This design comes from an exercise in tuning for small area and a short achievable clock period on the open sky130 flow, not from production work.
RTL that was checked went through simulation tests only; none was proved equivalent to the original.
No functional check of the RTL was part of runs 5 and 6.
Power figures rest on the tool's default switching activity, not on a simulated workload.

<file path="design.v">
package trace_pkg;
    localparam logic SRC_RF = 1'b0;
    localparam logic SRC_DM = 1'b1;
    localparam int TRACE_XLEN   = 32;
    localparam int TRACE_ADDR_W = 8;
    localparam int TRACE_CYC_W  = 16;
    typedef struct packed {
        logic                    src;
        logic [TRACE_CYC_W-1:0]  cycle;
        logic [TRACE_ADDR_W-1:0] addr;
        logic [TRACE_XLEN-1:0]   data;
    } trace_entry_t;
    function automatic int entry_width(input int xlen, input int addr_w, input int cyc_w);
        entry_width = 1 + cyc_w + addr_w + xlen;
    endfunction
endpackage
module trace_fifo
#(
    parameter int WIDTH = trace_pkg::entry_width(trace_pkg::TRACE_XLEN, trace_pkg::TRACE_ADDR_W, trace_pkg::TRACE_CYC_W),
    parameter int SLOTS = 15
) (
    input  logic             clk,
    input  logic [SLOTS-1:0] wr_en,
    input  logic [WIDTH-1:0] wr_zero,
    input  logic [WIDTH-1:0] wr_even,
    input  logic [WIDTH-1:0] wr_odd,
    input  logic [SLOTS-1:0] rd_sel,
    output logic [WIDTH-1:0] rd_data
);
    logic [WIDTH-1:0] mem_q [SLOTS];
    always_ff @(posedge clk) begin
        for (int i = 0; i < SLOTS; i++)
            if (wr_en[i]) mem_q[i] <= (i == 0) ? wr_zero : (i % 2 == 0) ? wr_even : wr_odd;
    end
    always_comb begin
        rd_data = '0;
        for (int i = 0; i < SLOTS; i++)
            rd_data = rd_data | (mem_q[i] & {WIDTH{rd_sel[i]}});
    end
endmodule
module reg_trace_buffer
#(
    parameter int XLEN       = 32,
    parameter int ADDR_W     = 8,
    parameter int DEPTH      = 16,
    parameter int CYC_W      = 16,
    parameter int MAX_CYCLES = 40000,
    parameter int OVF_W      = 8,
    localparam int ENTRY_W   = trace_pkg::entry_width(XLEN, ADDR_W, CYC_W),
    localparam int CNT_W     = $clog2(DEPTH) + 1
) (
    input  logic               clk,
    input  logic               rst,
    input  logic               rf_we,
    input  logic [4:0]         rf_waddr,
    input  logic [XLEN-1:0]    rf_wdata,
    input  logic               dm_we,
    input  logic [XLEN-1:0]    dm_addr,
    input  logic [XLEN-1:0]    dm_wdata,
    output logic               rd_valid,
    input  logic               rd_ready,
    output logic [ENTRY_W-1:0] rd_data,
    output logic [CNT_W-1:0]   count,
    output logic               full,
    output logic               halted,
    output logic [CYC_W-1:0]   cycle,
    output logic [OVF_W-1:0]   ovf_cnt
);
    logic [CYC_W-1:0]   cycle_q;
    logic               halted_q;
    logic [OVF_W-1:0]   ovf_q;
    logic [CNT_W-1:0]   count_q;
    logic               valid_q;
    logic               full_q;
    logic [ENTRY_W-1:0] head_q;
    logic [CYC_W-1:0]   cyc_n_q;   
    logic               run_q;     
    logic [CNT_W-1:0]   cnt_n_q;   
    logic               lv0_q, lv1_q, lv2_q, lvf1_q, lvf_q;
    localparam int SLOTS = DEPTH - 1;
    logic [SLOTS-1:0]   wp_q;      
    logic               wp_odd_q;  
    logic [SLOTS-1:0]   rn_q;      
    logic [SLOTS-1:0]   rd_sel_q;  
    logic               hs_inrun_q;  
    logic               acc1_q;     
    logic               acc2_q;     
    logic               acc2p_q;    
    logic               fullrun_q;  
    logic [CYC_W-1:0]   cyc;
    logic               empty, pop;
    logic               pa, pb, drop1, drop2;
    logic               d_m1, d_p1, d_p2, d_0;
    logic [ENTRY_W-1:0] entry_rf, entry_dm;
    logic [ENTRY_W-1:0] wr_zero, wr_even, wr_odd, mread, head_src;
    logic [SLOTS-1:0]   wr_en, rd_sel, rn_d;
    logic               hd_direct;
    logic [SLOTS-1:0]   wp_d;
    logic               unused_dm_addr;
    logic [CYC_W-1:0]   cycle_d;
    logic               halt_now;
    assign unused_dm_addr = ^dm_addr[XLEN-1:ADDR_W];
    assign cyc = ~cyc_n_q;
    assign entry_rf = {trace_pkg::SRC_RF, cyc, ADDR_W'(rf_waddr), rf_wdata};
    assign entry_dm = {trace_pkg::SRC_DM, cyc, dm_addr[ADDR_W-1:0], dm_wdata};
    assign empty = lv0_q;
    assign pop   = !empty && rd_ready;
    assign pa    = (rf_we || dm_we) && (acc1_q || (run_q && rd_ready));
    assign pb    = rf_we && dm_we && (acc2_q || (acc2p_q && rd_ready));
    assign drop2 = rf_we && dm_we && fullrun_q && !rd_ready;
    assign drop1 = (fullrun_q && !rd_ready && (rf_we != dm_we))
                || (rf_we && dm_we && ((fullrun_q && rd_ready) || (acc2p_q && !rd_ready)));
    assign d_m1 = !empty && rd_ready && !(run_q && (rf_we || dm_we));
    assign d_p2 = rf_we && dm_we && acc2_q && (!rd_ready || empty);
    assign d_p1 = (!rd_ready && (rf_we || dm_we) && acc1_q && !(rf_we && dm_we && acc2_q))
               || (rd_ready && empty && run_q && (rf_we != dm_we))
               || (rd_ready && !empty && rf_we && dm_we && acc1_q);
    assign d_0  = !(d_m1 || d_p1 || d_p2);
    always_comb begin
        for (int i = 0; i < SLOTS; i++)
            wr_en[i] = (pa && wp_q[i]) || (pb && wp_q[(i + SLOTS - 1) % SLOTS]);
        wp_d = wp_q;
        if (pb)      wp_d = {wp_q[SLOTS-3:0], wp_q[SLOTS-1:SLOTS-2]};
        else if (pa) wp_d = {wp_q[SLOTS-2:0], wp_q[SLOTS-1]};
    end
    assign wr_zero = (wp_q[SLOTS-1] || !rf_we) ? entry_dm : entry_rf;
    assign wr_even = (wp_odd_q || !rf_we) ? entry_dm : entry_rf;
    assign wr_odd  = (!wp_odd_q || !rf_we) ? entry_dm : entry_rf;
    assign rd_sel  = rd_sel_q;
    trace_fifo #(
        .WIDTH (ENTRY_W),
        .SLOTS (SLOTS)
    ) u_fifo (
        .clk     (clk),
        .wr_en   (wr_en),
        .wr_zero (wr_zero),
        .wr_even (wr_even),
        .wr_odd  (wr_odd),
        .rd_sel  (rd_sel),
        .rd_data (mread)
    );
    assign hd_direct = empty || (lv1_q && rd_ready);
    assign head_src = mread
                    | (entry_rf   & {ENTRY_W{hs_inrun_q && rf_we}})
                    | (entry_dm   & {ENTRY_W{hs_inrun_q && !rf_we && dm_we}});
    always_ff @(posedge clk) begin
        if (rst)                  head_q <= '0;
        else if (empty || rd_ready) head_q <= head_src;
    end
    logic [CNT_W-1:0] cnt;
    logic             lv3, lvf2, lvf3;
    logic             lv0_d, lv1_d, lv2_d, lvf1_d, lvf_d;
    logic             ge2_d;
    assign cnt  = ~cnt_n_q;
    assign lv3  = (cnt == CNT_W'(3));
    assign lvf2 = (cnt == CNT_W'(DEPTH - 2));
    assign lvf3 = (cnt == CNT_W'(DEPTH - 3));
    assign lv0_d  = (d_0 && lv0_q) || (d_m1 && lv1_q);
    assign lv1_d  = (d_0 && lv1_q) || (d_m1 && lv2_q) || (d_p1 && lv0_q);
    assign lv2_d  = (d_0 && lv2_q) || (d_m1 && lv3) || (d_p1 && lv1_q) || (d_p2 && lv0_q);
    assign lvf1_d = (d_0 && lvf1_q) || (d_m1 && lvf_q) || (d_p1 && lvf2) || (d_p2 && lvf3);
    assign lvf_d  = (d_0 && lvf_q) || (d_p1 && lvf1_q) || (d_p2 && lvf2);
    assign ge2_d  = !(lv0_d || lv1_d);
    assign rn_d   = (hd_direct && pa)  ? {wp_q[SLOTS-2:0], wp_q[SLOTS-1]} :
                    (pop && !lv1_q)    ? {rn_q[SLOTS-2:0], rn_q[SLOTS-1]} : rn_q;
    always_ff @(posedge clk) begin
        if (rst) begin
            wp_q     <= SLOTS'(1);
            wp_odd_q <= 1'b0;
            rn_q     <= SLOTS'(1);
            lv0_q    <= 1'b1;
            lv1_q    <= 1'b0;
            lv2_q    <= 1'b0;
            lvf1_q   <= 1'b0;
            lvf_q    <= 1'b0;
            rd_sel_q <= '0;
            hs_inrun_q <= 1'b1;
            acc1_q    <= 1'b1;
            acc2_q    <= 1'b1;
            acc2p_q   <= 1'b0;
            fullrun_q <= 1'b0;
        end else begin
            wp_q <= wp_d;
            wp_odd_q <= 1'b0;
            for (int i = 1; i < SLOTS; i += 2) if (wp_d[i]) wp_odd_q <= 1'b1;
            rn_q <= rn_d;
            lv0_q   <= lv0_d;
            lv1_q   <= lv1_d;
            lv2_q   <= lv2_d;
            lvf1_q  <= lvf1_d;
            lvf_q   <= lvf_d;
            rd_sel_q <= rn_d & {SLOTS{ge2_d}};
            hs_inrun_q <= !ge2_d && run_q && !halt_now;
            acc1_q    <= !lvf_d && run_q && !halt_now;
            acc2_q    <= !lvf_d && !lvf1_d && run_q && !halt_now;
            acc2p_q   <= lvf1_d && run_q && !halt_now;
            fullrun_q <= lvf_d && run_q && !halt_now;
        end
    end
    logic [CNT_W-1:0] count_d;
    logic [CNT_W-1:0] cnt_m1, cnt_p1, cnt_p2;
    assign cnt_m1  = cnt - CNT_W'(1);
    assign cnt_p1  = cnt + CNT_W'(1);
    assign cnt_p2  = cnt + CNT_W'(2);
    assign count_d = (cnt_m1  & {CNT_W{d_m1}})
                   | (cnt     & {CNT_W{d_0}})
                   | (cnt_p1  & {CNT_W{d_p1}})
                   | (cnt_p2  & {CNT_W{d_p2}});
    always_ff @(posedge clk) begin
        if (rst) begin
            count_q <= '0;
            cnt_n_q <= '1;
            valid_q <= 1'b0;
            full_q  <= 1'b0;
        end else begin
            count_q <= count_d;
            cnt_n_q <= ~count_d;
            valid_q <= !lv0_d;
            full_q  <= lvf_d;
        end
    end
    logic [OVF_W:0]   ovf_p1, ovf_p2;
    logic [OVF_W-1:0] ovf_s1, ovf_s2;
    assign cycle_d  = cyc + CYC_W'(1);
    assign halt_now = (MAX_CYCLES != 0 && cyc == CYC_W'(MAX_CYCLES - 1));
    assign ovf_p1 = {1'b0, ovf_q} + (OVF_W + 1)'(1);
    assign ovf_p2 = {1'b0, ovf_q} + (OVF_W + 1)'(2);
    assign ovf_s1 = ovf_p1[OVF_W] ? '1 : ovf_p1[OVF_W-1:0];
    assign ovf_s2 = ovf_p2[OVF_W] ? '1 : ovf_p2[OVF_W-1:0];
    always_ff @(posedge clk) begin
        if (rst) begin
            cycle_q  <= '0;
            cyc_n_q  <= '1;
            halted_q <= 1'b0;
            run_q    <= 1'b1;
            ovf_q    <= '0;
        end else begin
            if (cyc != CYC_W'(MAX_CYCLES)) begin
                cycle_q <= cycle_d;
                cyc_n_q <= ~cycle_d;
            end
            if (run_q && halt_now) begin
                halted_q <= 1'b1;
                run_q    <= 1'b0;
            end
            if (drop2)      ovf_q <= ovf_s2;
            else if (drop1) ovf_q <= ovf_s1;
        end
    end
    assign rd_valid = valid_q;
    assign rd_data  = head_q;
    assign count    = count_q;
    assign full     = full_q;
    assign halted   = halted_q;
    assign cycle    = cycle_q;
    assign ovf_cnt  = ovf_q;
endmodule
</file>
<file path="config.mk">
export PLATFORM = sky130hd
export DESIGN_NAME = reg_trace_buffer
export DESIGN_NICKNAME = reg_trace_buffer
export VERILOG_FILES = /design/flow/design.v
export SDC_FILE = /design/flow/constraint.sdc
export NUM_CORES = 4
export LEC_CHECK = 0
export CAP_MARGIN = 20
export CORE_MARGIN = 2
export CORE_UTILIZATION = 60
export SETUP_SLACK_MARGIN = 2.0
export SLEW_MARGIN = 20
</file>
<file path="standard.sh">
#!/bin/bash
# synth_recipe.tcl (not shown) runs the flow's synth.tcl, then flattens the netlist and writes it again
# the make line also repeats each setting of config.mk as NAME=value (left out here)
make -C /OpenROAD-flow-scripts/flow DESIGN_CONFIG=/design/flow/config.mk WORK_HOME=/design/flow/orfs CLKGATE_MAP_FILE= SYNTH_SCRIPT=/design/flow/synth_recipe.tcl "${@:-finish}"
</file>
<file path="flow/run.sh">
#!/bin/bash
# Layout flow: the standard flow (standard synthesis unchanged), with two
# layout choices changed through ORFS's own variables:
#  - clock tree synthesis without dummy loads (the tree is not padded with
#    extra load cells for balancing);
#  - ports buffered with sky130_fd_sc_hd__buf_2 (every port still gets a buffer).
# The make output goes to standard.log here; ORFS keeps each step's log under
# orfs/logs/.
set -euo pipefail
export CTS_ARGS="-sink_clustering_enable -repair_clock_nets -dont_use_dummy_load -sink_clustering_size 24 -sink_clustering_max_diameter 60"
export BUFFER_PORTS_ARGS="-buffer_cell sky130_fd_sc_hd__buf_2"
bash standard.sh finish > standard.log 2>&1
</file>
<file path="constraint.sdc">
create_clock -name core_clock -period 4.3 [get_ports {clk}]
set_input_delay 0.8600 -clock core_clock [delete_from_list [all_inputs] [get_ports {clk}]]
set_output_delay 0.8600 -clock core_clock [all_outputs]
set_load 0.01 [all_outputs]
</file>
==> results of run 1 <==
[stage by stage]
step	util [%]	std cells	setup WS (ns)
after floorplan	-	2548	1.48
after global placement	63.8	3458	1.01
after detailed placement	63.8	3458	0.972
after CTS	66.9	3546	1.78
after global routing	68.0	3592	1.97
final	68.0	3594	1.95
[how the worst max path moves through the flow]
stage | start | end | cells after the start
after floorplan | rf_we | u_fifo.mem_q[11][0] | 6
after global placement | rf_we | u_fifo.mem_q[0][29] | 6
final | rf_we | u_fifo.mem_q[13][34] | 7
after CTS | rf_we | u_fifo.mem_q[12][26] | 6
after detailed placement | rf_we | u_fifo.mem_q[0][26] | 6
after global routing | rf_we | u_fifo.mem_q[13][34] | 7
[synth_stat cells (4+ instances only)]
cell	n	area [um^2]
a311oi_1	45	394
edfxtp_1	855	25700
a22o_1	77	674
a211oi_1	42	315
a221oi_1	80	701
a22oi_1	247	1850
a31oi_1	15	93.8
dfxtp_1	166	3320
and2_1	14	87.6
nand4_1	52	325
or3_1	5	31.3
ha_1	13	163
nand2_1	174	653
nand3_1	65	325
xnor2_1	11	96.3
buf_2	13	65.1
buf_1	34	128
or2_2	4	25.0
inv_1	31	116
nor3_1	19	95.1
o21ai_0	40	200
and3_1	6	37.5
o2111ai_1	16	140
o221a_2	16	180
nor2_1	110	413
clkbuf_1	116	435
a21oi_1	89	445
mux2_2	111	1250
nand2b_1	7	43.8
o21a_1	4	30.0
[what timing repair did]
action / in CTS / in global routing
gates resized for setup: 27 / 38
endpoints found under the hold margin: 0 / 0
endpoints found under the setup margin: 860 / 692
pin swaps: 14 / 17
cloned: 19 / 20
buffers inserted: 11 / 25
[routing by layer]
metal | GRT usage, % | share of wire [%]
met4 | 14.4 | 4.1
met3 | 7.85 | 12
met5 | 0 | 0.034
met2 | 58.4 | 47
met1 | 48.4 | 36
[kinds of logic after synthesis]
family          count (synthesis)  share of synthesized area [%]
fa+ha+maj                      13                          0.418
simple gates                  484                           5.89
mux                           113                           3.26
flops                        1021                           74.4
compound gates                711                           13.8
xor+xnor                       11                          0.247
buf+inv                       195                           1.93
[worst max-delay path, cell delays in order]
cell and delay [ns]:
clkbuf_4 0.19, inv_1 0.11, ha_2 0.34, nor2_4 0.09, buf_4 0.16, nand2_2 0.49, nand2_8 0.34
[report_power, final]
part / switching (uW) / leakage (uW) / internal, uW
clock: 3000 / 0.000715 / 2380
sequential: 349 / 0.00926 / 11500
combinational: 1540 / 0.00476 / 686
total: 4890 / 0.0147 / 14600
[sequential cells by signal (all words and copies together), names as in the netlist, 5 cells and up]
name / flops
u_fifo.mem_q: 855
head_q: 57
cyc_n_q: 16
cycle_q: 16
rd_sel_q: 15
rn_q: 15
wp_q: 15
ovf_q: 8
cnt_n_q: 5
count_q: 5
[final cells by class]
type	instances	area, um^2
diodes	3	7.51
clock buffers	58	1450
fillers	4404	20600
inverters	31	124
multi-input cells	1367	10200
flip-flops and latches	1021	29000
well taps	855	1070
repair buffers	259	1820
==> flow_summary.json, run 1 <==
{
  "worst_pin_slew_ns": 1.10,
  "min_path_cells": 2,
  "crit-reg2reg-launch": "run_q",
  "clk_pin_slew_ns": 0.07,
  "dp_hpwl_mm": 57.8,
  "irDropWorstVdd_uv": 449,
  "min_period_over_period_pct": 54.6,
  "mostFrequentLayoutCells": "855 x edfxtp_1, 247 x a22oi_1, 168 x buf_2",
  "numPortBuffers": 170,
  "num-nets-final": 2857,
  "die_y_um": 259,
  "rsz0062_at_grt": "yes",
  "p_leak_uw": 0.0147,
  "fin_tns_setup_ns": 0,
  "hp-start": "cycle_q[2]",
  "drv_cap": 0,
  "criticalPathCategory": "in2reg",
  "maxSlewHeadroom_pct": 26.9,
  "syn_inst": 2548,
  "finClkSkew_ns": 0.0646,
  "final_max_slew_viol_count": 0,
  "synth_edf_count": 855,
  "firstDrtPassIters": 6,
  "synth_top_flop_cell": "edfxtp_1",
  "rows": 93,
  "first_global_vias": 24300,
  "netlist_area_um2": 39000,
  "syn_nets": 2667,
  "ys_warn_count": 3,
  "avgRoutedWirePerCell_um": 35.6,
  "fp.dieW_um": 259,
  "die_area_um2": 67000,
  "avgViaCountPerCell": 7.23,
  "period_needed_ns": 2.35,
  "arrival_ns": 2.64,
  "htree_levels": 2,
  "cp.required_ns": 4.59,
  "ant_nets": 0,
  "io_pins": 195,
  "r2r-end": "u_fifo.mem_q[13][34]",
  "dpl_cell_area_um2": 41100,
  "fmaxAchievable_ghz": 0.426,
  "synthArstFlopShare_pct": 0,
  "fin_total_pwr_uw": 19400,
  "root_buffer": "clkbuf_16",
  "critPathLaunchType": "primary input",
  "grt_max_degree": 67,
  "start_util_pct": 60.5,
  "cts_made_buffers": 58,
  "core_um2": 64300,
  "clock_latency_ns": 0.68,
  "setup_viol": 0,
  "cts_sinks": 1021,
  "crit_fanout": 15,
  "final_common_cell": "edfxtp_1",
  "min_path_type": "reg2reg",
  "seq_area_frac_synth_pct": 74.4,
  "drcViolationCount": 0,
  "cts_hold_buf": 0,
  "final_area_um2": 43700,
  "powerDensity_nw_per_um2": 445,
  "r2r_cells": 5,
  "routabilityCongestion": 0.819,
  "grt_pass1_wl_mm": 172,
  "routed_wl_mm": 128,
  "drtIter0Drc": 4090,
  "vias": 26000,
  "tritoncts": "done",
  "synthToLayoutAreaGrowth_pct": 12.3,
  "synth.avg_cell_area_um2": 15.3,
  "drive_gt1_share_pct": 20.9,
  "gr-total-overflow": 0,
  "grt_antenna_before_repair": 8,
  "cp-end-kind": "flip-flop",
  "synth.distinct_cells": 75,
  "hold_viol": 0,
  "synth-seq-cells": 1021,
  "grt_usage_pct": 36.2,
  "hold_end": "cycle_q[2]",
  "clock_path_buffers": 3,
  "rrSetupSlack_ns": 2.08,
  "whs_ns": 0.456,
  "status": "no timing/DRC/antenna violations"
}
==> run 2: changes to the inputs <==
--- a/config.mk
+++ b/config.mk
@@ -9,4 +9,4 @@
 export CORE_MARGIN = 2
 export CORE_UTILIZATION = 60
-export SETUP_SLACK_MARGIN = 2.0
+export SETUP_SLACK_MARGIN = 2.35
 export SLEW_MARGIN = 20
==> run 2 against run 1 <==
Against the previous run:
- critical path type unchanged
- critical path depth grew 1
- final cell count grew 4.0%
- still clean on timing, DRC and antenna
- die area is the same
- synthesized cell count is the same
- critical endpoint is now u_fifo.mem_q[4][22]
- register-to-register slack gained 0.24 ns
- non-clock buffer count grew 158
- core utilization grew 4.9 points
==> flow_summary.json, run 2 <==
{
  "ys_warn_count": 3,
  "cp_num_buf_inv": 4,
  "synth_top_flop_cell": "edfxtp_1",
  "p_seq_share_pct": 59.3,
  "first_global_vias": 25000,
  "fp.dieW_um": 259,
  "final_max_slew_viol_count": 0,
  "arrival_ns": 2.45,
  "synth_xor_xnor_area_share_pct": 0.247,
  "min_path_cells": 2,
  "synth_fa_ha_area_share_pct": 0.418,
  "htree_levels": 2,
  "cp-end-kind": "flip-flop",
  "grt_antenna_before_repair": 7,
  "die_y_um": 259,
  "tritoncts": "done",
  "place_ws_ns": 0.956,
  "worstPathCellList": "buf_12 > ha_4 > clkinvlp_4 > nor2_4 > buf_12 > nand2_8 > nand2_8 > clkbuf_16",
  "final_common_cell": "edfxtp_1",
  "reg.largest.list": "u_fifo.mem_q: 855 flops, head_q: 57 flops",
  "yosysMostFrequentCell": "edfxtp_1",
  "routed_wl_mm": 133,
  "synth_compound_area_share_pct": 13.8,
  "grt_max_degree": 58,
  "drcViolationCount": 0,
  "cp_top_family": "buffers and inverters",
  "place_inst": 3482,
  "cts_sinks": 1021,
  "netlist_top_cells_count": "855 x edfxtp_1, 247 x a22oi_1, 174 x nand2_1",
  "min_path_type": "reg2reg",
  "worstSetupPathDepth": 8,
  "power.switching_uw": 5010,
  "power.internal_uw": 14900,
  "largest_reg_flops": 855,
  "dpl_cell_area_um2": 41300,
  "criticalPathCategory": "in2reg",
  "synthToLayoutAreaGrowth_pct": 20.4,
  "powerDensity_nw_per_um2": 425,
  "numPortBuffers": 170,
  "p_leak_uw": 0.0159,
  "synth.distinct_cells": 75,
  "ant_nets": 0,
  "syn_nets": 2667,
  "cp_slowest_cell": "nor2_4",
  "io_pins": 195,
  "setup_viol": 0,
  "avgViaCountPerCell": 7.21,
  "whs_ns": 0.463,
  "rsz0062_at_grt": "yes",
  "netlist_area_um2": 39000,
  "synth_edf_count": 855,
  "seq_area_frac_synth_pct": 74.4,
  "die_area_um2": 67000,
  "r2r_cells": 6,
  "yosysTopAreaCell": "edfxtp_1",
  "drive_gt1_share_pct": 28.8,
  "cts_made_buffers": 57,
  "finClkSkew_ns": 0.0313,
  "largest_register": "u_fifo.mem_q",
  "period_needed_ns": 2.10,
  "cts_hold_buf": 0,
  "fin_tns_setup_ns": 0,
  "power.share.clock_pct": 26.6,
  "core_um2": 64300,
  "instances_no_fill": 3737,
  "final_area_um2": 46900,
  "hold_viol": 0,
  "min_period_over_period_pct": 48.7,
  "avgRoutedWirePerCell_um": 35.7,
  "routabilityCongestion": 0.838,
  "yosys.area_share.simple_pct": 5.89,
  "cp.required_ns": 4.66,
  "firstDrtPassIters": 8,
  "start_util_pct": 60.5,
  "rows": 93,
  "synthArstFlopShare_pct": 0,
  "clock_path_buffers": 3,
  "muxShareOfSynthArea_pct": 3.26,
  "fmaxAchievable_ghz": 0.477,
  "irDropWorstVdd_uv": 413,
  "grt_usage_pct": 37.0,
  "clock_latency_ns": 0.65,
  "drtIter0Drc": 4484,
  "grt_pass1_wl_mm": 177,
  "num-nets-final": 2997,
  "clk_pin_slew_ns": 0.08,
  "gr-total-overflow": 0,
  "status": "no timing/DRC/antenna violations",
  "worst_pin_slew_ns": 0.972,
  "crit_fanout": 8,
  "slowest_delay_ns": 0.29,
  "vias": 26900,
  "synth_top_family_by_area": "compound AO/OA/AOI/OAI gates",
  "synth.top_cell.area_share_pct": 65.9,
  "pwr-share-comb_pct": 14.0,
  "syn_inst": 2548,
  "worst_slack_ns": 2.20,
  "synth-seq-cells": 1021,
  "root_buffer": "clkbuf_16",
  "synth.avg_cell_area_um2": 15.3,
  "swShare_pct": 25.1,
  "maxSlewHeadroom_pct": 35.2,
  "synth_area_leaders": "edfxtp_1 66%, dfxtp_1 8.5%, a22oi_1 4.8%",
  "critPathLaunchType": "primary input",
  "mostFrequentLayoutCells": "855 x edfxtp_1, 247 x a22oi_1, 146 x nand2_1",
  "drv_cap": 0,
  "dp_hpwl_mm": 61.3
}
[run 2: cell counts after synthesis]
No cell type changed its count.
[run 2: what timing repair did]
item,4_1_cts,5_1_grt
setup endpoints to repair,1113,812
gates resized for setup,290,119
gates cloned,20,39
pin swaps,22,29
setup buffers,85,48
[run 2: area by class of cell]
type,count,area (um^2)
multi-input combinational,1350,10200
antenna,6,15.0
inverter,31,139
sequential,1021,29200
timing repair buffer,417,4810
tap,855,1070
fill,4115,17500
clock buffer,57,1430
[run 2: worst paths after layout]
check / from / endpoint / slack (ns)
max: rf_we / u_fifo.mem_q[4][22] / 2.20
max reg2reg: run_q / u_fifo.mem_q[4][22] / 2.32
min reg2reg: cycle_q[8] / cycle_q[8] / 0.46
min: cycle_q[8] / cycle_q[8] / 0.46
[run 2: metal layers]
| layer | up-vias | routed length, um | global-route usage [%] |
|---|---|---|---|
| met2 | 2035 | 62400 | 60.2 |
| met4 | 2 | 6210 | 13.5 |
| met1 | 13600 | 48200 | 50.6 |
| met3 | 343 | 16400 | 6.40 |
| li1 | 10900 | - | - |
| met5 | - | 12 | 0 |
[run 2: power groups by stage]
stage                     combinational (uW)  sequential [uW]  clock [uW]
final                                   2800            11800        5310
after detailed placement                1970            12000           0
after global routing                    2880            11900        5660
after global placement                  1950            12000           0
after floorplan                         1100            11900           0
after CTS                               2400            11800        5330
[run 2: cells by family (layout without fill, tap and decap cells)]
| family | count (synthesis) | count (layout) |
|---|---|---|
| flip-flops | 1021 | 1021 |
| adder cells (fa/ha/maj) | 13 | 13 |
| other | 0 | 6 |
| multiplexers | 113 | 113 |
| XOR/XNOR | 11 | 11 |
| AND/OR/NAND/NOR | 484 | 501 |
| AO/OA/AOI/OAI | 711 | 712 |
| buffers and inverters | 195 | 505 |
[run 2: through the flow]
step / power (uW) / util [%]
6_report: 19900 / 72.9
5_1_grt: 20400 / 72.9
4_1_cts: 19600 / 70.0
3_5_place_dp: 14000 / 64.1
3_3_place_gp: 13900 / 64.1
2_1_floorplan: 13000 / -
[run 2: worst reg2reg max path, stage by stage, from the launching register on]
cell and delay, ns:
dfxtp_4 0.43, a21oi_4 0.12, nor2_4 0.14, buf_4 0.23, nand2_2 0.21, nand2_8 0.32
clkbuf_16 0.27
==> run 3: changes to the inputs <==
--- a/config.mk
+++ b/config.mk
@@ -9,4 +9,4 @@
 export CORE_MARGIN = 2
 export CORE_UTILIZATION = 60
-export SETUP_SLACK_MARGIN = 2.35
+export SETUP_SLACK_MARGIN = 2.3
 export SLEW_MARGIN = 20
==> run 3 against run 2 <==
Against the previous run:
- routed wire length down 6.9%
- area after synthesis unchanged
- final cell count down 2.0%
- combinational power down 13%
- non-clock buffer count down 69
- critical endpoint is now rd_data[56]
- largest power group unchanged
==> flow_summary.json, run 3 <==
{
  "clk_pin_slew_ns": 0.09,
  "firstDrtPassIters": 8,
  "htree_levels": 2,
  "drcViolationCount": 0,
  "synth_top_flop_cell": "edfxtp_1",
  "synth.distinct_cells": 75,
  "rows": 93,
  "synth-seq-cells": 1021,
  "synth_fa_ha_area_share_pct": 0.418,
  "muxShareOfSynthArea_pct": 3.26,
  "min_path_type": "reg2reg",
  "routabilityCongestion": 0.838,
  "grt_antenna_before_repair": 7,
  "dp_hpwl_mm": 61.3,
  "rsz0062_at_grt": "yes",
  "yosys.area_share.simple_pct": 5.89,
  "clock_path_buffers": 3,
  "worst_pin_slew_ns": 0.951,
  "dpl_cell_area_um2": 41300,
  "final_max_slew_viol_count": 0,
  "status": "no timing/DRC/antenna violations",
  "cp.required_ns": 3.44,
  "powerDensity_nw_per_um2": 434,
  "clock_latency_ns": 0.65,
  "netlist_area_um2": 39000,
  "root_buffer": "clkbuf_16",
  "fp.dieW_um": 259,
  "synth_compound_area_share_pct": 13.8,
  "die_area_um2": 67000,
  "drtIter0Drc": 3877,
  "synth.top_cell.area_share_pct": 65.9,
  "synth_edf_count": 855,
  "arrival_ns": 1.14,
  "ant_nets": 0,
  "avgRoutedWirePerCell_um": 33.9,
  "synthArstFlopShare_pct": 0,
  "cp_top_family": "flip-flops",
  "p_leak_uw": 0.0152,
  "num-nets-final": 2925,
  "cp-end-kind": "primary output",
  "start_util_pct": 60.5,
  "synthToLayoutAreaGrowth_pct": 15.6,
  "largest_reg_flops": 855,
  "setup_viol": 0,
  "avgViaCountPerCell": 7.09,
  "ys_warn_count": 3,
  "synth.avg_cell_area_um2": 15.3,
  "fin_tns_setup_ns": 0,
  "drv_cap": 0,
  "slowest_delay_ns": 0.38,
  "synth_area_leaders": "edfxtp_1 66%, dfxtp_1 8.5%, a22oi_1 4.8%",
  "finClkSkew_ns": 0.0256,
  "die_y_um": 259,
  "first_global_vias": 24900,
  "cp_num_buf_inv": 1,
  "syn_inst": 2548,
  "tritoncts": "done",
  "period_needed_ns": 2.00,
  "worstPathCellList": "buf_6",
  "vias": 26000,
  "mostFrequentLayoutCells": "855 x edfxtp_1, 247 x a22oi_1, 150 x nand2_1",
  "cts_made_buffers": 57,
  "reg.largest.list": "u_fifo.mem_q: 855 flops, head_q: 57 flops",
  "largest_register": "u_fifo.mem_q",
  "crit_fanout": 2,
  "synth_xor_xnor_area_share_pct": 0.247,
  "criticalPathCategory": "reg2out",
  "grt_max_degree": 58,
  "io_pins": 195,
  "maxSlewHeadroom_pct": 36.6,
  "hold_viol": 0,
  "seq_area_frac_synth_pct": 74.4,
  "cts_sinks": 1021,
  "cp_slowest_cell": "dfxtp_4",
  "critPathLaunchType": "flip-flop",
  "routed_wl_mm": 124,
  "whs_ns": 0.455,
  "gr-total-overflow": 0,
  "core_um2": 64300,
  "fmaxAchievable_ghz": 0.499,
  "drive_gt1_share_pct": 25.6,
  "numPortBuffers": 170,
  "grt_usage_pct": 36.2,
  "netlist_top_cells_count": "855 x edfxtp_1, 247 x a22oi_1, 174 x nand2_1",
  "final_common_cell": "edfxtp_1",
  "final_area_um2": 45000,
  "grt_pass1_wl_mm": 174,
  "synth_top_family_by_area": "compound AO/OA/AOI/OAI gates",
  "syn_nets": 2667,
  "irDropWorstVdd_uv": 414,
  "yosysTopAreaCell": "edfxtp_1",
  "yosysMostFrequentCell": "edfxtp_1",
  "min_period_over_period_pct": 46.6
}
run 3: path summary, 6_finish.rpt:
| check | startpoint | end | slack (ns) | depth (start not counted) |
|---|---|---|---|---|
| max | head_q[56] | rd_data[56] | 2.30 | 1 |
| min | cycle_q[8] | cycle_q[8] | 0.46 | 2 |
| max reg2reg | rd_sel_q[7] | head_q[14] | 2.33 | 5 |
| min reg2reg | cycle_q[8] | cycle_q[8] | 0.46 | 2 |
run 3: per-layer routing:
metal / global-route usage, % / vias up / share of wire [%]
li1: - / 10700 / -
met1: 48.8 / 13200 / 37
met2: 59.2 / 1753 / 47
met3: 6.45 / 299 / 11
met4: 14.0 / 6 / 4.4
met5: 0 / - / 0.027
run 3: tightest hold or removal path: stages, from the launching register on:
cell     delay, ns
dfxtp_1       0.31
nand2_1       0.05
a21oi_1       0.05
run 3: cell type report:
type                    count  area (um^2)
multi-input cells        1347        10000
diodes                      4         10.0
flip-flops and latches   1021        29200
fillers                  4326        19300
clock buffers              57         1430
well taps                 855         1070
repair buffers            348         3220
inverters                  31          139
run 3: power by group:
part           total, uW  leakage [uW]  switching, uW  internal, uW
combinational       2440       0.00525           1560           880
clock               5290      0.000702           2940          2340
sequential         11800       0.00929            333         11500
total              19600        0.0152           4840         14700
run 3: kinds of logic after synthesis:
family / Yosys count
buffers and inverters: 195
xor gates and xnor gates: 11
adders and majority gates: 13
muxes: 113
and+or+nand+nor: 484
DFF: 1021
AOI/OAI and AO/OA: 711
run 3: per-stage QoR:
step | std cells | worst slack (ns) | utilization, % | total power (uW)
after floorplan | 2548 | 1.48 | - | 13000
after global placement | 3482 | 0.983 | 64.1 | 13900
after detailed placement | 3482 | 0.956 | 64.1 | 14000
after CTS | 3622 | 2.27 | 68.9 | 19400
after global routing | 3663 | 2.25 | 70.0 | 20100
final | 3663 | 2.30 | 70.0 | 19600
run 3: what timing repair did:
| item | CTS | global route |
|---|---|---|
| setup buffers | 64 | 31 |
| resized for setup | 174 | 76 |
| pin swaps | 20 | 13 |
| hold buffers | 0 | 0 |
| gates cloned | 19 | 6 |
| setup endpoints to repair | 1033 | 616 |
==> run 4: changes to the inputs <==
--- a/config.mk
+++ b/config.mk
@@ -8,5 +8,5 @@
 export CAP_MARGIN = 20
 export CORE_MARGIN = 2
-export CORE_UTILIZATION = 60
+export CORE_UTILIZATION = 65
 export SETUP_SLACK_MARGIN = 2.3
 export SLEW_MARGIN = 20
==> run 4 against run 3 <==
Against the previous run:
- synthesized cell count unchanged
- final area shrank 0.19%
- total power decreased by 0.21%
- sequential power barely moved
- final cell count shrank 2.5%
- area after synthesis did not move
- first-iteration DRC count is 0.57% higher
- global-route usage grew 3.2 points
- hold slack gained 0.0051 ns
- largest cell class unchanged
==> flow_summary.json, run 4 <==
{
  "rows": 89,
  "seq_area_frac_synth_pct": 74.4,
  "worst_slack_ns": 2.23,
  "grt_usage_pct": 39.4,
  "dp_hpwl_mm": 59.0,
  "synth_xor_xnor_area_share_pct": 0.247,
  "yosysTopAreaCell": "edfxtp_1",
  "swShare_pct": 24.9,
  "yosysMostFrequentCell": "edfxtp_1",
  "num-nets-final": 2914,
  "firstDrtPassIters": 6,
  "syn_nets": 2667,
  "ys_warn_count": 3,
  "io_pins": 195,
  "synth.avg_cell_area_um2": 15.3,
  "powerDensity_nw_per_um2": 434,
  "synth.distinct_cells": 75,
  "cp-end-kind": "flip-flop",
  "vias": 26500,
  "finClkSkew_ns": 0.0559,
  "power.internal_uw": 14600,
  "synthToLayoutAreaGrowth_pct": 15.4,
  "synth_top_family_by_area": "compound AO/OA/AOI/OAI gates",
  "routed_wl_mm": 125,
  "grt_pass1_wl_mm": 176,
  "cts_hold_buf": 0,
  "fin_tns_setup_ns": 0,
  "avgViaCountPerCell": 7.42,
  "core_um2": 59100,
  "criticalPathCategory": "in2reg",
  "mostFrequentLayoutCells": "855 x edfxtp_1, 247 x a22oi_1, 146 x nand2_1",
  "gr-total-overflow": 0,
  "final_common_cell": "edfxtp_1",
  "final_area_um2": 44900,
  "synth_fa_ha_area_share_pct": 0.418,
  "final.fill_count": 3506,
  "fmaxAchievable_ghz": 0.483,
  "whs_ns": 0.460,
  "period_needed_ns": 2.07,
  "die_y_um": 249,
  "arrival_ns": 2.35,
  "grt_antenna_before_repair": 12,
  "min_path_type": "reg2reg",
  "cts_sinks": 1021,
  "cts_made_buffers": 55,
  "drcViolationCount": 0,
  "synth_edf_count": 855,
  "avgRoutedWirePerCell_um": 35.1,
  "place_ws_ns": 0.938,
  "largest_reg_flops": 855,
  "largest_register": "u_fifo.mem_q",
  "syn_inst": 2548,
  "synth-seq-cells": 1021,
  "dpl_cell_area_um2": 41100,
  "synthArstFlopShare_pct": 0,
  "crit_fanout": 29,
  "drive_gt1_share_pct": 25.4,
  "die_area_um2": 61900,
  "routabilityCongestion": 0.866,
  "clock_path_buffers": 3,
  "fin_total_pwr_uw": 19500,
  "power.switching_uw": 4870,
  "drv_cap": 0,
  "maxSlewHeadroom_pct": 31.1,
  "synth_compound_area_share_pct": 13.8,
  "rsz0062_at_grt": "yes",
  "critPathLaunchType": "primary input",
  "first_global_vias": 25100,
  "pwr-share-comb_pct": 12.5,
  "drtIter0Drc": 3899,
  "tritoncts": "done",
  "start_util_pct": 65.9,
  "hold_viol": 0,
  "synth.top_cell.area_share_pct": 65.9,
  "power.share.clock_pct": 26.7,
  "synth_area_leaders": "edfxtp_1 66%, dfxtp_1 8.5%, a22oi_1 4.8%",
  "root_buffer": "clkbuf_16",
  "netlist_area_um2": 39000,
  "fp.dieW_um": 249,
  "clk_pin_slew_ns": 0.09,
  "status": "no timing/DRC/antenna violations",
  "p_seq_share_pct": 60.7,
  "netlist_top_cells_count": "855 x edfxtp_1, 247 x a22oi_1, 174 x nand2_1",
  "ant_nets": 0,
  "grt_max_degree": 62,
  "cp.required_ns": 4.58,
  "setup_viol": 0,
  "numPortBuffers": 170,
  "synth_top_flop_cell": "edfxtp_1",
  "reg.largest.list": "u_fifo.mem_q: 855 flops, head_q: 57 flops",
  "final_max_slew_viol_count": 0,
  "clock_latency_ns": 0.66,
  "min_period_over_period_pct": 48.1,
  "p_leak_uw": 0.0152,
  "muxShareOfSynthArea_pct": 3.26,
  "irDropWorstVdd_uv": 483,
  "worst_pin_slew_ns": 1.03,
  "htree_levels": 2,
  "yosys.area_share.simple_pct": 5.89
}
==> run 4: cell counts after synthesis <==
Identical to the previous run, type by type.
==> run 4: path summary, 6_finish.rpt <==
check | from | to | slack [ns] | cells past startpoint
max reg2reg | cnt_n_q[2] | cnt_n_q[4] | 2.27 | 5
min reg2reg | cycle_q[8] | cycle_q[8] | 0.46 | 2
max | dm_we | u_fifo.mem_q[5][27] | 2.23 | 7
min | cycle_q[8] | cycle_q[8] | 0.46 | 2
==> run 4: power by group through the flow <==
stage | Sequential (uW) | Combinational, uW | Clock [uW]
after CTS | 11800 | 2280 | 5190
final | 11900 | 2450 | 5210
after detailed placement | 12000 | 1930 | 0
after floorplan | 11900 | 1100 | 0
after global routing | 11900 | 2530 | 5520
after global placement | 12000 | 1900 | 0
==> run 4: kinds of logic (layout without fill, tap and decap cells) <==
group / count (synthesis) / count (layout)
multiplexers: 113 / 113
XOR/XNOR: 11 / 11
other: 0 / 7
flip-flops: 1021 / 1021
AO/OA/AOI/OAI: 711 / 712
buffers and inverters: 195 / 426
adder cells (fa/ha/maj): 13 / 13
AND/OR/NAND/NOR: 484 / 497
==> run 4: worst max-delay path, stage by stage <==
cell,delay (ns)
buf_4,0.13
ha_4,0.17
inv_1,0.10
nor2_4,0.12
buf_12,0.17
nand2_2,0.25
nand2_8,0.49
==> run 4: metal layers <==
layer	up-vias	wire length, um	track usage (%)
li1	10700	-	-
met1	13200	44200	54.9
met2	2216	58000	63.2
met3	373	17400	6.89
met4	10	5750	14.7
met5	-	58	0
==> run 4: area by class of cell <==
cell class,instances,area (um^2),area share (%)
diodes,7,17.5,0.0390
clock buffers,55,1380,3.06
inverters,31,135,0.301
multi-input cells,1346,10000,22.3
flip-flops and latches,1021,29200,64.9
well taps,773,967,2.15
repair buffers,339,3260,7.26
repair inverters,1,7.51,0.0167
==> run 4: repair_timing <==
item,CTS,global route
endpoints found under the hold margin,0,0
gates cloned,26,4
setup buffers,62,32
pin swaps,23,12
endpoints found under the setup margin,1031,330
gates resized for setup,187,75
==> run 4: per-stage QoR <==
stage          util, %  std cells
6_report          76.0       3573
5_1_grt           76.0       3570
4_1_cts           74.9       3530
3_5_place_dp      69.5       3387
3_3_place_gp      69.5       3387
2_1_floorplan        -       2548
==> run 5: changes to the inputs <==
--- a/design.v
+++ b/design.v
@@ -81,6 +81,5 @@
     logic [SLOTS-1:0]   wp_q;      
     logic               wp_odd_q;  
-    logic [SLOTS-1:0]   rn_q;      
-    logic [SLOTS-1:0]   rd_sel_q;  
+    logic [SLOTS-1:0]   rd_sel_q;
     logic               hs_inrun_q;  
     logic               acc1_q;     
@@ -94,5 +93,5 @@
     logic [ENTRY_W-1:0] entry_rf, entry_dm;
     logic [ENTRY_W-1:0] wr_zero, wr_even, wr_odd, mread, head_src;
-    logic [SLOTS-1:0]   wr_en, rd_sel, rn_d;
+    logic [SLOTS-1:0]   wr_en, rd_sel, rn, rn_d;
     logic               hd_direct;
     logic [SLOTS-1:0]   wp_d;
@@ -162,11 +161,11 @@
     assign lvf_d  = (d_0 && lvf_q) || (d_p1 && lvf1_q) || (d_p2 && lvf2);
     assign ge2_d  = !(lv0_d || lv1_d);
+    assign rn     = (lv0_q || lv1_q) ? wp_q : rd_sel_q;
     assign rn_d   = (hd_direct && pa)  ? {wp_q[SLOTS-2:0], wp_q[SLOTS-1]} :
-                    (pop && !lv1_q)    ? {rn_q[SLOTS-2:0], rn_q[SLOTS-1]} : rn_q;
+                    (pop && !lv1_q)    ? {rd_sel_q[SLOTS-2:0], rd_sel_q[SLOTS-1]} : rn;
     always_ff @(posedge clk) begin
         if (rst) begin
             wp_q     <= SLOTS'(1);
             wp_odd_q <= 1'b0;
-            rn_q     <= SLOTS'(1);
             lv0_q    <= 1'b1;
             lv1_q    <= 1'b0;
@@ -184,5 +183,4 @@
             wp_odd_q <= 1'b0;
             for (int i = 1; i < SLOTS; i += 2) if (wp_d[i]) wp_odd_q <= 1'b1;
-            rn_q <= rn_d;
             lv0_q   <= lv0_d;
             lv1_q   <= lv1_d;
--- a/config.mk
+++ b/config.mk
@@ -8,5 +8,5 @@
 export CAP_MARGIN = 20
 export CORE_MARGIN = 2
-export CORE_UTILIZATION = 65
-export SETUP_SLACK_MARGIN = 2.3
+export CORE_UTILIZATION = 60
+export SETUP_SLACK_MARGIN = 2.25
 export SLEW_MARGIN = 20
==> run 5 against run 4 <==
Against the previous run:
- highest routed layer unchanged
- hold slack gained 0.0044 ns
- largest cell class unchanged
- final area down 2.4%
- die area increased by 7.8%
==> flow_summary.json, run 5 <==
{
  "netlist_area_um2": 38800,
  "rsz0062_at_grt": "yes",
  "final_area_um2": 43900,
  "cts_sinks": 1006,
  "cts_made_buffers": 59,
  "synth_edf_count": 855,
  "finClkSkew_ns": 0.0467,
  "drcViolationCount": 0,
  "routabilityCongestion": 0.873,
  "synth-seq-cells": 1006,
  "cts_hold_buf": 0,
  "min_path_cells": 2,
  "cp.required_ns": 4.64,
  "hold_viol": 0,
  "netlist_top_cells_count": "855 x edfxtp_1, 248 x a22oi_1, 151 x dfxtp_1",
  "gr-total-overflow": 0,
  "vias": 25500,
  "fin_tns_setup_ns": 0,
  "synth_area_leaders": "edfxtp_1 66%, dfxtp_1 7.8%, a22oi_1 4.8%",
  "synth_top_flop_cell": "edfxtp_1",
  "io_pins": 195,
  "synthToLayoutAreaGrowth_pct": 13.1,
  "grt_antenna_before_repair": 11,
  "crit-reg2reg-launch": "run_q",
  "final.fill_count": 4466,
  "fp.dieW_um": 258,
  "r2r-end": "u_fifo.mem_q[13][27]",
  "grt_max_degree": 59,
  "syn_inst": 2526,
  "largest_reg_flops": 855,
  "yosysTopAreaCell": "edfxtp_1",
  "clock_path_buffers": 3,
  "final_common_cell": "edfxtp_1",
  "syn_nets": 2645,
  "yosysMostFrequentCell": "edfxtp_1",
  "r2r_cells": 6,
  "tritoncts": "done",
  "rrSetupSlack_ns": 2.27,
  "rows": 93,
  "synth.distinct_cells": 69,
  "fmaxAchievable_ghz": 0.484,
  "firstDrtPassIters": 7,
  "ant_nets": 0,
  "critPathLaunchType": "primary input",
  "seq_area_frac_synth_pct": 74.0,
  "grt_pass1_wl_mm": 173,
  "hold_end": "cycle_q[8]",
  "drtIter0Drc": 3383,
  "maxSlewHeadroom_pct": 45.2,
  "arrival_ns": 2.40,
  "numPortBuffers": 170,
  "crit_fanout": 8,
  "die_y_um": 258,
  "min_period_over_period_pct": 48.1,
  "drive_gt1_share_pct": 23.9,
  "core_um2": 64200,
  "worst_pin_slew_ns": 0.822,
  "avgViaCountPerCell": 7.13,
  "min_path_type": "reg2reg",
  "reg.largest.list": "u_fifo.mem_q: 855 flops, head_q: 57 flops",
  "num-nets-final": 2844,
  "final_max_slew_viol_count": 0,
  "criticalPathCategory": "in2reg",
  "setup_viol": 0,
  "clock_latency_ns": 0.66,
  "largest_register": "u_fifo.mem_q",
  "p_leak_uw": 0.0149,
  "grt_usage_pct": 36.2,
  "drv_cap": 0,
  "routed_wl_mm": 123,
  "avgRoutedWirePerCell_um": 34.3,
  "powerDensity_nw_per_um2": 454,
  "hp-start": "cycle_q[8]",
  "synth.top_cell.area_share_pct": 66.2,
  "irDropWorstVdd_uv": 373,
  "dpl_cell_area_um2": 41300,
  "die_area_um2": 66700,
  "cp-end-kind": "flip-flop",
  "synth.avg_cell_area_um2": 15.4,
  "htree_levels": 2,
  "ys_warn_count": 3,
  "mostFrequentLayoutCells": "855 x edfxtp_1, 248 x a22oi_1, 162 x buf_2",
  "dp_hpwl_mm": 62.3,
  "clk_pin_slew_ns": 0.07,
  "root_buffer": "clkbuf_16",
  "synthArstFlopShare_pct": 0,
  "first_global_vias": 24400,
  "start_util_pct": 60.4,
  "status": "no timing/DRC/antenna violations",
  "period_needed_ns": 2.07
}
-- run 5: kinds of logic (layout without fill, tap and decap cells) --
group / Yosys count / count (layout) / share of synthesized area, %
other cells: 0 / 4 / 0
mux: 132 / 132 / 3.77
buf+inv: 213 / 398 / 2.16
compound gates: 687 / 687 / 13.7
xor+xnor: 12 / 12 / 0.271
fa+ha+maj: 13 / 13 / 0.419
simple gates: 463 / 475 / 5.73
flops: 1006 / 1006 / 74.0
-- run 5: area by class of cell --
type	instances	area [um^2]	share of cell area [%]
diodes	4	10.0	0.0228
clock buffers	59	1480	3.37
inverters	27	143	0.325
multi-input cells	1319	9920	22.6
flip-flops and latches	1006	28800	65.7
repair buffers	312	2440	5.57
well taps	855	1070	2.44
-- run 5: worst max path at each step --
stage                 from                    to  slack, ns
2_1_floorplan        dm_we   u_fifo.mem_q[14][0]       1.91
3_3_place_gp      rd_ready  u_fifo.mem_q[11][43]       1.10
3_5_place_dp      rd_ready  u_fifo.mem_q[11][43]       1.00
4_1_cts        rd_sel_q[7]            head_q[11]       2.25
5_1_grt         cyc_n_q[7]                acc1_q       2.22
6_report             rf_we   u_fifo.mem_q[8][54]       2.23
-- run 5: stage by stage --
stage	cells	util (%)	total power, uW	worst slack (ns)	hold slack (ns)
2_1_floorplan	2526	-	13300	1.91	0.470
3_3_place_gp	3449	64.4	14400	1.10	0.438
3_5_place_dp	3449	64.4	14500	1.00	0.454
4_1_cts	3558	67.7	19800	2.25	0.450
5_1_grt	3582	68.3	20500	2.22	0.480
6_report	3582	68.3	19900	2.23	0.465
-- run 5: power breakdown --
group | internal [uW] | leakage (uW) | switching (uW)
registers | 11400 | 0.00921 | 415
logic | 959 | 0.00497 | 1810
clock network | 2420 | 0.000727 | 2940
-- run 5: layer usage --
metal / global-route usage (%) / share of wire, %
met1: 51.6 / 38
met2: 57.2 / 47
met3: 6.30 / 11
met4: 12.3 / 3.5
met5: 0 / 0.069
-- run 5: critical path: stages --
cell     delay [ns]
buf_4          0.19
ha_4           0.25
inv_4          0.06
nor2_4         0.16
buf_4          0.20
nand2_2        0.19
nand2_8        0.24
buf_4          0.25
-- run 5: repair_timing --
| action | in CTS | in global routing |
|---|---|---|
| pin swaps | 16 | 13 |
| cloned | 11 | 3 |
| gates resized for setup | 85 | 36 |
| setup endpoints to repair | 996 | 248 |
| buffers inserted | 39 | 17 |
==> run 6: changes to the inputs <==
--- a/config.mk
+++ b/config.mk
@@ -9,4 +9,4 @@
 export CORE_MARGIN = 2
 export CORE_UTILIZATION = 60
-export SETUP_SLACK_MARGIN = 2.25
+export SETUP_SLACK_MARGIN = 2.3
 export SLEW_MARGIN = 20
==> run 6 against run 5 <==
Against the previous run:
- count of clock-buffer cells in the layout did not move
- non-clock buffer count grew 37
- first-iteration DRC count increased by 15%
- hold slack lost 0.012 ns
- area after synthesis unchanged
- global-route usage is 0.25 points lower
- synthesized cell count stayed put
- total power up 1.0%
- routed wire length barely moved
- critical endpoint is now acc2_q
- largest power group unchanged
==> flow_summary.json, run 6 <==
{
  "setup_viol": 0,
  "status": "no timing/DRC/antenna violations",
  "routabilityCongestion": 0.877,
  "grt_usage_pct": 35.9,
  "cts_sinks": 1006,
  "powerDensity_nw_per_um2": 451,
  "r2r-end": "head_q[56]",
  "crit_fanout": 33,
  "fmaxAchievable_ghz": 0.483,
  "numPortBuffers": 170,
  "synth_fa_ha_area_share_pct": 0.419,
  "p_leak_uw": 0.0152,
  "clk_pin_slew_ns": 0.08,
  "maxSlewHeadroom_pct": 28.2,
  "worst_pin_slew_ns": 1.08,
  "dp_hpwl_mm": 61.9,
  "cp_top_family": "buffers and inverters",
  "finClkSkew_ns": 0.0509,
  "final.fill_count": 4378,
  "rrSetupSlack_ns": 2.30,
  "vias": 25700,
  "cts_made_buffers": 59,
  "fin_tns_setup_ns": 0,
  "synth-seq-cells": 1006,
  "yosys.area_share.simple_pct": 5.73,
  "syn_inst": 2526,
  "drv_cap": 0,
  "synth_area_leaders": "edfxtp_1 66%, dfxtp_1 7.8%, a22oi_1 4.8%",
  "critPathLaunchType": "primary input",
  "cp_slowest_cell": "inv_1",
  "synth_edf_count": 855,
  "min_path_cells": 2,
  "power.internal_uw": 14900,
  "final_max_slew_viol_count": 0,
  "synth_top_family_by_area": "compound AO/OA/AOI/OAI gates",
  "swShare_pct": 25.9,
  "root_buffer": "clkbuf_16",
  "io_pins": 195,
  "largest_reg_flops": 855,
  "core_um2": 64200,
  "cp-end-kind": "flip-flop",
  "hold_end": "cycle_q[2]",
  "cts_hold_buf": 0,
  "clock_path_buffers": 3,
  "drcViolationCount": 0,
  "mostFrequentLayoutCells": "855 x edfxtp_1, 247 x a22oi_1, 132 x buf_4",
  "firstDrtPassIters": 5,
  "avgViaCountPerCell": 7.09,
  "grt_max_degree": 60,
  "first_global_vias": 24300,
  "cp.required_ns": 4.84,
  "htree_levels": 2,
  "place_inst": 3454,
  "cp_num_buf_inv": 3,
  "grt_antenna_before_repair": 9,
  "drtIter0Drc": 3897,
  "crit-reg2reg-launch": "rd_sel_q[0]",
  "ys_warn_count": 3,
  "synth.distinct_cells": 69,
  "synth_compound_area_share_pct": 13.7,
  "irDropWorstVdd_uv": 405,
  "synth_xor_xnor_area_share_pct": 0.271,
  "final_common_cell": "edfxtp_1",
  "tritoncts": "done",
  "hp-start": "cycle_q[2]",
  "synth.top_cell.area_share_pct": 66.2,
  "die_area_um2": 66700,
  "criticalPathCategory": "in2reg",
  "pwr-share-comb_pct": 14.6,
  "muxShareOfSynthArea_pct": 3.77,
  "die_y_um": 258,
  "gr-total-overflow": 0,
  "p_seq_share_pct": 58.7,
  "drive_gt1_share_pct": 26.8,
  "rows": 93,
  "syn_nets": 2645,
  "dpl_cell_area_um2": 41400,
  "netlist_top_cells_count": "855 x edfxtp_1, 248 x a22oi_1, 151 x dfxtp_1",
  "largest_register": "u_fifo.mem_q",
  "period_needed_ns": 2.07,
  "final_area_um2": 44600,
  "cp_common_cell": "buf_4",
  "grt_pass1_wl_mm": 172,
  "seq_area_frac_synth_pct": 74.0,
  "min_period_over_period_pct": 48.1,
  "slowest_delay_ns": 0.78,
  "netlist_area_um2": 38800,
  "fp.dieW_um": 258,
  "r2r_cells": 6,
  "synth_top_flop_cell": "edfxtp_1",
  "rsz0062_at_grt": "yes",
  "start_util_pct": 60.4,
  "synthToLayoutAreaGrowth_pct": 15.0,
  "ant_nets": 0,
  "instances_no_fill": 3622,
  "hold_viol": 0,
  "arrival_ns": 2.61,
  "clock_latency_ns": 0.67,
  "num-nets-final": 2883,
  "yosysTopAreaCell": "edfxtp_1",
  "worstPathCellList": "buf_4 > inv_1 > buf_4 > and2_1 > nor3_1",
  "avgRoutedWirePerCell_um": 33.9,
  "power.share.clock_pct": 26.7,
  "power.switching_uw": 5220,
  "synth.avg_cell_area_um2": 15.4,
  "min_path_type": "reg2reg",
  "yosysMostFrequentCell": "edfxtp_1",
  "synthArstFlopShare_pct": 0,
  "routed_wl_mm": 123,
  "reg.largest.list": "u_fifo.mem_q: 855 flops, head_q: 57 flops"
}
==> run 6: cell counts after synthesis <==
Identical to the previous run, type by type.
==> run 6: repair_timing <==
item                                    4_1_cts  5_1_grt
resized for setup                           192       56
cloned                                       14        1
pin swaps                                    19        7
endpoints found under the setup margin     1327      228
setup buffers                                66       23
hold endpoints to repair                      0        0
==> run 6: kinds of logic (layout without fill, tap and decap cells) <==
group,count (synthesis),count (layout)
XOR/XNOR,12,12
AO/OA/AOI/OAI,687,687
adder cells (fa/ha/maj),13,13
other,0,5
multiplexers,132,132
buffers and inverters,213,435
flip-flops,1006,1006
AND/OR/NAND/NOR,463,477
==> run 6: worst max-delay path by stage <==
| stage | depth (start not counted) | start | end | slack [ns] |
|---|---|---|---|---|
| after floorplan | 7 | dm_we | u_fifo.mem_q[14][0] | 1.91 |
| after global placement | 7 | rf_we | u_fifo.mem_q[10][0] | 1.02 |
| after detailed placement | 7 | rf_we | u_fifo.mem_q[10][0] | 1.0 |
| after CTS | 1 | head_q[23] | rd_data[23] | 2.26 |
| after global routing | 5 | rst | ovf_q[5] | 2.18 |
| final | 5 | rst | acc2_q | 2.23 |
==> run 6: layout make-up <==
cell class | count | area (um^2) | area share (%)
antenna | 5 | 12.5 | 0.0280
multi-input combinational | 1321 | 9990 | 22.4
sequential | 1006 | 28900 | 64.7
timing repair buffer | 349 | 3060 | 6.86
tap | 855 | 1070 | 2.40
clock buffer | 59 | 1480 | 3.31
inverter | 27 | 139 | 0.311
==> run 6: worst reg2reg max path, stage by stage, from the launching register on <==
cell and delay, ns:
dfxtp_4 0.47, buf_4 0.30, a22o_1 0.26, a221oi_1 0.24
nand4_1 0.18, a2111oi_2 0.30, nor3_1 0.09
==> run 6: power groups by stage <==
stage,registers [uW],clock network (uW),logic [uW]
finish,11800,5380,2930
global route,11900,5730,3070
CTS,11800,5420,2780
detailed placement,12000,0,2500
global placement,12000,0,2470
floorplan,11800,0,1450
==> run 6: stage by stage <==
step / hold WS (ns) / utilization [%] / total power [uW] / setup slack (ns)
finish: 0.452 / 69.5 / 20100 / 2.23
global route: 0.461 / 69.5 / 20700 / 2.18
CTS: 0.445 / 68.8 / 20000 / 2.26
detailed placement: 0.446 / 64.4 / 14500 / 0.999
global placement: 0.440 / 64.4 / 14400 / 1.02
floorplan: 0.470 / - / 13300 / 1.91
==> run 6: per-layer routing <==
layer / global-route usage (%) / vias up / part of all wire [%]
met5: 0 / - / 0.037
met4: 11.2 / 8 / 3.4
met3: 5.92 / 236 / 12
met2: 57.1 / 1671 / 47
met1: 51.7 / 13100 / 38
li1: - / 10600 / -
==> run 7: changes to the inputs <==
--- a/design.v
+++ b/design.v
@@ -108,10 +108,12 @@
     assign pb    = rf_we && dm_we && (acc2_q || (acc2p_q && rd_ready));
     assign drop2 = rf_we && dm_we && fullrun_q && !rd_ready;
-    assign drop1 = (fullrun_q && !rd_ready && (rf_we != dm_we))
+    assign drop1 = (fullrun_q && !rd_ready && rf_we && !dm_we)
+                || (fullrun_q && !rd_ready && !rf_we && dm_we)
                 || (rf_we && dm_we && ((fullrun_q && rd_ready) || (acc2p_q && !rd_ready)));
     assign d_m1 = !empty && rd_ready && !(run_q && (rf_we || dm_we));
     assign d_p2 = rf_we && dm_we && acc2_q && (!rd_ready || empty);
     assign d_p1 = (!rd_ready && (rf_we || dm_we) && acc1_q && !(rf_we && dm_we && acc2_q))
-               || (rd_ready && empty && run_q && (rf_we != dm_we))
+               || (rd_ready && empty && run_q && rf_we && !dm_we)
+               || (rd_ready && empty && run_q && !rf_we && dm_we)
                || (rd_ready && !empty && rf_we && dm_we && acc1_q);
     assign d_0  = !(d_m1 || d_p1 || d_p2);
--- a/config.mk
+++ b/config.mk
@@ -9,4 +9,4 @@
 export CORE_MARGIN = 2
 export CORE_UTILIZATION = 60
-export SETUP_SLACK_MARGIN = 2.3
+export SETUP_SLACK_MARGIN = 2.25
 export SLEW_MARGIN = 20
==> run 7 against run 6 <==
Against the previous run:
- via count rose by 0.58%
- area after synthesis up 0.36%
- maximum frequency up 0.39%
- still clean on timing, DRC and antenna
- register-to-register slack got worse by 0.06 ns
- largest cell class unchanged
==> flow_summary.json, run 7 <==
{
  "gr-total-overflow": 0,
  "avgViaCountPerCell": 7.14,
  "criticalPathCategory": "reg2reg",
  "clock_path_buffers": 3,
  "cts_hold_buf": 0,
  "irDropWorstVdd_uv": 392,
  "fin_tns_setup_ns": 0,
  "firstDrtPassIters": 5,
  "yosysTopAreaCell": "edfxtp_1",
  "die_area_um2": 67000,
  "crit-reg2reg-launch": "wp_q[14]",
  "drtIter0Drc": 3948,
  "busiest_layer": "met2",
  "fp.dieW_um": 259,
  "ff_latch_area_um2": 28800,
  "period_needed_ns": 2.06,
  "rows": 93,
  "maxSlewHeadroom_pct": 44.3,
  "synth_area_leaders": "edfxtp_1 66%, dfxtp_1 7.8%, a22oi_1 4.8%",
  "clock_latency_ns": 0.68,
  "final.fill_count": 4376,
  "core_um2": 64300,
  "largest_register": "u_fifo.mem_q",
  "r2r-end": "u_fifo.mem_q[0][23]",
  "synthToLayoutAreaGrowth_pct": 13.4,
  "dp_hpwl_mm": 62.2,
  "grt_max_degree": 55,
  "drcViolationCount": 0,
  "clk_pin_slew_ns": 0.07,
  "synth_edf_count": 855,
  "slowest_delay_ns": 0.56,
  "numPortBuffers": 170,
  "routabilityCongestion": 0.861,
  "finClkSkew_ns": 0.0457,
  "multi_input_area_um2": 10000,
  "tritoncts": "done",
  "r2r_cells": 3,
  "htree_levels": 2,
  "hold_viol": 0,
  "netlist_top_cells_count": "855 x edfxtp_1, 248 x a22oi_1, 172 x nand2_1",
  "grt_pass1_wl_mm": 173,
  "fin_total_pwr_uw": 19700,
  "grt_usage_pct": 36.2,
  "place_inst": 3489,
  "crit_fanout": 23,
  "synth-seq-cells": 1006,
  "grt_antenna_before_repair": 9,
  "cp_slowest_cell": "dfxtp_1",
  "root_buffer": "clkbuf_16",
  "drive_gt1_share_pct": 23.2,
  "final_util_pct": 68.6,
  "synth.top_cell.area_share_pct": 65.9,
  "routed_wl_mm": 123,
  "reg.largest.list": "u_fifo.mem_q: 855 flops, head_q: 57 flops",
  "cp-end-kind": "flip-flop",
  "worstPathCellList": "nand2b_4 > buf_12 > mux2_2",
  "ys_warn_count": 3,
  "num-nets-final": 2883,
  "powerDensity_nw_per_um2": 446,
  "status": "no timing/DRC/antenna violations",
  "drv_cap": 0,
  "avgRoutedWirePerCell_um": 33.8,
  "rsz0062_at_grt": "yes",
  "mostFrequentLayoutCells": "855 x edfxtp_1, 248 x a22oi_1, 160 x buf_2",
  "ant_nets": 0,
  "grtUsageMet2_pct": 57.3,
  "syn_inst": 2561,
  "synth.distinct_cells": 77,
  "cp.required_ns": 4.68,
  "netlist_area_um2": 38900,
  "start_util_pct": 60.5,
  "syn_nets": 2678,
  "crit_start": "wp_q[14]",
  "io_pins": 195,
  "synth.avg_cell_area_um2": 15.2,
  "critPathLaunchType": "flip-flop",
  "use_met1_pct": 52.0,
  "synth_top_flop_cell": "edfxtp_1",
  "synthArstFlopShare_pct": 0,
  "largest_reg_flops": 855,
  "yosysMostFrequentCell": "edfxtp_1",
  "worst_pin_slew_ns": 0.836,
  "vias": 25800,
  "cts_sinks": 1006,
  "cts_made_buffers": 60,
  "final_max_slew_viol_count": 0,
  "endpoint": "u_fifo.mem_q[0][23]",
  "die_y_um": 259,
  "first_global_vias": 24500,
  "min_period_over_period_pct": 47.9,
  "use_met3_pct": 7.31,
  "instances_no_fill": 3622,
  "fmaxAchievable_ghz": 0.485,
  "rrSetupSlack_ns": 2.24,
  "final_common_cell": "edfxtp_1",
  "arrival_ns": 2.44,
  "setup_viol": 0,
  "seq_area_frac_synth_pct": 73.7,
  "p_leak_uw": 0.0149,
  "min_path_type": "reg2reg"
}
[run 7: per-stage QoR]
stage / area [um^2] / worst slack, ns / hold slack [ns]
2_1_floorplan: 39100 / 1.21 / 0.454
3_3_place_gp: 41300 / 1.11 / 0.436
3_5_place_dp: 41300 / 1.07 / 0.443
4_1_cts: 43900 / 2.09 / 0.443
5_1_grt: 44200 / 2.24 / 0.478
6_report: 44200 / 2.24 / 0.450
[run 7: cells by family (layout without fill, tap and decap cells)]
logic type / count (synthesis) / after routing / synth area share [%]
multiplexers: 131 / 131 / 3.72
AO/OA/AOI/OAI: 689 / 689 / 13.7
buffers and inverters: 215 / 406 / 2.18
other: 0 / 3 / 0
XOR/XNOR: 18 / 18 / 0.405
AND/OR/NAND/NOR: 491 / 503 / 5.92
adder cells (fa/ha/maj): 11 / 11 / 0.353
flip-flops: 1006 / 1006 / 73.7
[run 7: layer usage]
| layer | wire (um) | vias up |
|---|---|---|
| met5 | 69 | - |
| met3 | 15100 | 225 |
| met4 | 2830 | 12 |
| li1 | - | 10700 |
| met2 | 57200 | 1834 |
| met1 | 47300 | 13100 |
[run 7: worst max-delay path, delay by kind of cell, from the launching register on]
kind,cells,cell delay (ns)
buffers and inverters,1,0.27
multiplexers,1,0.37
flip-flops,1,0.56
AND/OR/NAND/NOR,1,0.53
[run 7: repair_timing]
item	in CTS	in global routing
resized for setup	128	32
setup buffers	39	13
hold endpoints to repair	0	0
gates cloned	17	1
pin swaps	19	6
endpoints found under the setup margin	1046	454
[run 7: worst min-delay path by stage]
stage,from,end,cells after the start
finish,cycle_q[0],cycle_q[0],2
global route,cycle_q[0],cycle_q[0],2
CTS,dm_wdata[20],head_q[20],3
detailed placement,cycle_q[0],cycle_q[0],2
global placement,cycle_q[0],cycle_q[0],2
floorplan,lv2_q,lv1_q,2
[run 7: area by class of cell]
cell class | count | share of cell area (%)
tap | 855 | 2.42
multi-input combinational | 1352 | 22.7
sequential | 1006 | 65.2
clock buffer | 60 | 3.40
timing repair buffer | 315 | 5.95
inverter | 31 | 0.306
antenna | 3 | 0.0170
[run 7: power by group]
part / internal (uW) / switching [uW]
Combinational: 882 / 1680
Sequential: 11400 / 357
Clock: 2460 / 2950

==> static timing again, ports no longer ideal <==
No port has a modelled driver above. Below, the same layouts with a new extraction and two added sets of constraints. Step 1, drivers: a clkbuf_16 drives clk and a buf_2 each remaining input, both assumed. Step 2 also shifts input and output timing later by t, the mid clock arrival at the registers, as if the neighbouring blocks saw the same clock. a / b / c = no drivers / after step 1 / after step 2; a / b = the first two.
run | t, ns | setup slack, ns | worst setup path at the end | slew at the worst register clock pin (ns)
run 1 | 0.719 | 1.951 / 1.962 / 1.279 | input to register | 0.10 / 0.10
run 2 | 0.705 | 2.205 / 2.208 / 1.503 | input to register | 0.10 / 0.10
run 3 | 0.708 | 2.296 / 2.223 / 1.615 | input to register | 0.09 / 0.09
run 4 | 0.699 | 2.232 / 2.227 / 1.561 | input to register | 0.10 / 0.10
run 5 | 0.710 | 2.233 / 2.206 / 1.565 | input to register | 0.10 / 0.10
run 6 | 0.713 | 2.231 / 2.208 / 1.560 | input to register | 0.09 / 0.09
run 7 | 0.724 | 2.239 / 2.181 / 1.554 | input to register | 0.10 / 0.10
After both steps every run listed still meets setup and hold. The setup slack of run 2, which loses most, moves by +0.003 ns with the drivers and by -0.702 ns with both steps.
